Source: an optimization exercise on an open RTL-to-GDS flow (aim: small area, a short achievable clock period and few clock cycles per item). Production flows keep margins and buffers that such runs may drop. In this exercise RTL edits were held to simulation tests only and were not proved equivalent to the original. The clock port is modelled as an ideal driver, which makes a skipped or thinned clock tree look cheaper than it is; a real chip needs a root buffer or a tree. Power is estimated from default activity; no workload was simulated.

Setup of JK:
Design toy_language_char_tokenizer, start of the top module:
module toy_language_char_tokenizer
(
   input  logic        clock,
   input  logic        reset,
   input  logic        req_valid,
   output logic        req_stall,
   input  logic [7:0]  req_char_in,
   input  logic        req_end_of_input,
   output logic        rsp_valid,
   input  logic        rsp_stall,
   output logic [4:0]  rsp_token_kind,
   output logic [4:0]  rsp_text_length,
   output logic [63:0] rsp_text_first,
   output logic [63:0] rsp_text_second,
   output logic        rsp_text_overflow,
   output logic        rsp_last_of_run
);
==> flow/config.mk <==
export PLATFORM = sky130hd
export DESIGN_NAME = toy_language_char_tokenizer
export DESIGN_NICKNAME = toy_language_char_tokenizer
export VERILOG_FILES = /design/flow/design.v
export SDC_FILE = /design/flow/constraint.sdc
export NUM_CORES = 4
export LEC_CHECK = 0
export ABC_CLOCK_PERIOD_IN_PS = 1500
export CAP_MARGIN = 20
export CORE_MARGIN = 2
export CORE_UTILIZATION = 65
export SETUP_SLACK_MARGIN = 3.3
export SLEW_MARGIN = 20
==> flow/constraint.sdc <==
create_clock -name core_clock -period 5.5 [get_ports {clock}]
set_input_delay 1.1000 -clock core_clock [delete_from_list [all_inputs] [get_ports {clock}]]
set_output_delay 1.1000 -clock core_clock [all_outputs]
set_load 0.01 [all_outputs]
standard.sh (not shown) runs the stock make flow with config.mk's settings and CLKGATE_MAP_FILE= SYNTH_SCRIPT=/design/flow/synth_recipe.tcl, a recipe that flattens the netlist after the stock synthesis.
==> flow/flow/run.sh <==
#!/bin/bash
# The standard layout with two changes: plain buffers (not delay cells) on the
# ports, and a two-level clock tree (one root buffer, ten leaf buffers, each
# driving a cluster of nearby flip-flops) in place of ORFS's clock tree, which
# has one level more. ORFS's own output is in standard_flow.log and orfs/logs.
set -euo pipefail
bash standard.sh \
  "BUFFER_PORTS_ARGS=-buffer_cell sky130_fd_sc_hd__buf_1" \
  "PRE_CTS_TCL=$PWD/flow/cts_hook.tcl" \
  finish > standard_flow.log 2>&1
Other scripts of this flow, unchanged in this note and not shown: flow/flow/cts_hook.tcl
Testbench counts of JK, summed over its fixed seeds: cycles 25,414, items 24,000.
The inputs of MS differ from those of JK as listed below.
- an added ABC_AREA of 1
- a change of ABC_CLOCK_PERIOD_IN_PS from 1500 to 2200
==> comparison <==
Floorplan die width sits higher in MS than in JK. | setup slack | MS vs JK | worse |. Relative to JK, critical path depth increased by 3 in MS. Critical path required time: MS and JK compared, lower one is JK.
[inputs] AL vs MS
- changing SETUP_SLACK_MARGIN from 3.3 to 3.1
- removing ABC_AREA (formerly 1)
## What came out
Setup slack was higher in MS than in AL. MS ended up with nor2_1 as its most frequent standard cell in the layout excluding fill and tap cells; AL ended up with edfxtp_1. Of AL and MS, the higher power share of the sequential group belongs to AL. Summary of AL over MS: cell area went down 3.9%, height of the chip saw a decrease. Compared with MS, AL shows placement-stage worst setup slack lower by 0.22 ns. AL: wire length of the first global-routing pass is 5.2% lower than what MS reported.
The inputs of TR differ from those of AL as listed below.
- SETUP_SLACK_MARGIN now 3.3, was 3.1
Delta (TR minus AL): filler-free cell count of the finished design now larger; post-DP HPWL saw a decrease; global-route usage over all layers increased 0.69 points; final area saw an increase.
Relative to TR, the following input files were edited for PW:
- a change of SETUP_SLACK_MARGIN from 3.3 to 3.4
--- outcome ---
TR → PW: overall global routing resource usage increased by 1.2 points relative to the old numbers, routing usage on met2 increased by 2.7 points relative to the old numbers, initial DRC count increased by 2 relative to the old numbers, internal power component increased by 1.3% relative to the old numbers.
TR → PW: post-placement worst setup slack rose 0.055 ns, layout-stage area growth over the synthesis result +7.0 points, number of cell instances on the worst register-to-register path saw a decrease.
Per the comparison of PW with TR, total wire length up 5.3%; routed length on met2 up 580 um.
Looking at final cell area excluding filler cells across TR and PW, the one that comes out lower is TR.
Between PW and TR, it is PW whose data arrival time of the critical path is lower, by 0.02 ns.
No run of this note takes its clock network from TritonCTS; it comes from the design's own scripts or RTL.

Another version of the RTL of toy_language_char_tokenizer (not shown whole).
For scale: about 210 flip-flops, about 160 I/O pins, about 0.0084 sq mm of cells after synthesis.
// toy_language_char_tokenizer
module toy_language_char_tokenizer
(
   input  logic        clock,
   input  logic        reset,
   input  logic        req_valid,
   output logic        req_stall,
   input  logic [7:0]  req_char_in,
   input  logic        req_end_of_input,
   output logic        rsp_valid,
   input  logic        rsp_stall,
   output logic [4:0]  rsp_token_kind,
   output logic [4:0]  rsp_text_length,
   output logic [63:0] rsp_text_first,
   output logic [63:0] rsp_text_second,
   output logic        rsp_text_overflow,
   output logic        rsp_last_of_run
);
export LEC_CHECK = 0
export ABC_CLOCK_PERIOD_IN_PS = 2200
export CAP_MARGIN = 20
export CORE_MARGIN = 2
export CORE_UTILIZATION = 50
export SETUP_SLACK_MARGIN = 3.1
export SLEW_MARGIN = 20
create_clock -name core_clock -period 5.5 [get_ports {clock}]
==> flow/flow/run.sh <==
#!/bin/bash
# The standard layout, with plain buffers (not delay cells) on the ports.
set -euo pipefail
bash standard.sh "BUFFER_PORTS_ARGS=-buffer_cell sky130_fd_sc_hd__buf_1" finish > standard_flow.log 2>&1
The first run produced a clean layout.
Testbench counts at the start, summed over its fixed seeds: cycles 25,216, items 24,000.
==> next run, changes <==
Settings changed: SETUP_SLACK_MARGIN 3.1 to 2.0.
Effect:
- The new run finished with timing, DRC and antenna clean
- worst setup slack gets worse by 0.78 ns
- combinational power came out lower by about 8%
- via count came out lower by 2.4%
- design area came out lower by 5.3%
- sequential power barely changes
==> next run, changes <==
Settings changed: SETUP_SLACK_MARGIN 2.0 to 2.8.
What happened: Core utilization rose by 0.27 points; cell count hardly moves; synthesized cell count is unchanged; hold slack gets worse by 0.029 ns; via count rose by about 0.6%.

Setup of run E:
toy_language_char_tokenizer, a different RTL version from the one above (not shown whole).
Size in the first run: ~600 cells after synthesis, ~160 I/O pins, ~7700 µm² of cells after synthesis.
clock: 5.5 ns
lec_check: 0
abc_clock_period_in_ps: 2200
cap_margin: 20
core_margin: 2
core_utilization: 65
setup_slack_margin: 3.1
slew_margin: 20
==> flow/flow/run.sh <==
#!/bin/bash
# The standard layout with two changes: plain buffers (not delay cells) on the
# ports, and a two-level clock tree (one root buffer, ten leaf buffers, each
# driving a cluster of nearby flip-flops) in place of ORFS's clock tree, which
# has one level more. ORFS's own output is in standard_flow.log and orfs/logs.
set -euo pipefail
bash standard.sh \
  "BUFFER_PORTS_ARGS=-buffer_cell sky130_fd_sc_hd__buf_1" \
  "PRE_CTS_TCL=$PWD/flow/cts_hook.tcl" \
  finish > standard_flow.log 2>&1
Other scripts of this flow, unchanged in this note and not shown: flow/flow/cts_hook.tcl
Testbench counts of run E, summed over its fixed seeds: cycles 25,216, items 24,000.
## Diff of input files: run D against run E
--- a/flow/config.mk
+++ b/flow/config.mk
@@ -9,5 +9,5 @@
 export CAP_MARGIN = 20
 export CORE_MARGIN = 2
-export CORE_UTILIZATION = 65
-export SETUP_SLACK_MARGIN = 3.1
+export CORE_UTILIZATION = 50
+export SETUP_SLACK_MARGIN = 3.4
 export SLEW_MARGIN = 20
Results
Compared with run E, run D shows a higher post-route met1 wirelength. Run D vs. run E: hold-critical path depth comparable, initial core utilization now smaller. Changes observed in run D relative to run E: floorplan die width increased 14%; combined area of the multi-input logic cells increased about 9%; last weighted congestion value of the routability-driven placer decreased 0.84%. Diff run E -> run D | via count | up slightly. [run D vs run E] met3 routing resource usage after global routing: lower in run D. Re part of the total power dissipated in the clock network: run D is 0.5 points down on run E. Relative to run E, the power drawn by the combinational cells of run D is higher by 15%. Average wire length per cell after detail routing down 5.8% in run D wrt run E.
No run of this note takes its clock network from TritonCTS; it comes from the design's own scripts or RTL.

-- afterwards: timing with drivers on the ports --
The flow's constraints put no driver on any port. The routed layouts listed below were extracted and timed again, unchanged, in two steps.
Step 1 sets driving cells, clkbuf_16 on the clock port and buf_2 on the other inputs (assumed; they add their load-dependent delay and slew).
Step 2 adds t to the input delays and takes it off the output delays; t is the mean of the earliest and latest rising clock arrival at the registers after step 1. Input paths then give back, and output paths get back, about the clock's delay inside the block.
Slacks: no drivers / after step 1 / after step 2; pairs: no drivers / after step 1.
run | t (ns) | slack for setup (ns) | latest minus earliest clock arrival (ns)
JK | 0.424 | 3.300 / 3.263 / 2.911 | 0.022 / 0.022
MS | 0.426 | 3.274 / 3.274 / 2.959 | 0.014 / 0.014
AL | 0.418 | 3.178 / 3.178 / 2.833 | 0.027 / 0.027
TR | 0.424 | 3.300 / 3.263 / 2.911 | 0.022 / 0.022
PW | 0.425 | 3.319 / 3.278 / 2.999 | 0.023 / 0.023
the first run of note 2 | 0.530 | 3.032 / 2.990 / 2.615 | 0.010 / 0.011
the second run of note 2 | 0.540 | 2.256 / 2.256 / 1.970 | 0.015 / 0.015
the third run of note 2 | 0.524 | 2.820 / 2.840 / 2.317 | 0.014 / 0.015
run E | 0.426 | 3.138 / 3.097 / 2.770 | 0.015 / 0.015
run D | 0.432 | 3.143 / 3.102 / 2.850 | 0.016 / 0.017
After both steps setup and hold are still met in every run listed. The setup slack of the third run of note 2, which loses most, moves by +0.020 ns with the drivers and by -0.503 ns with both steps.
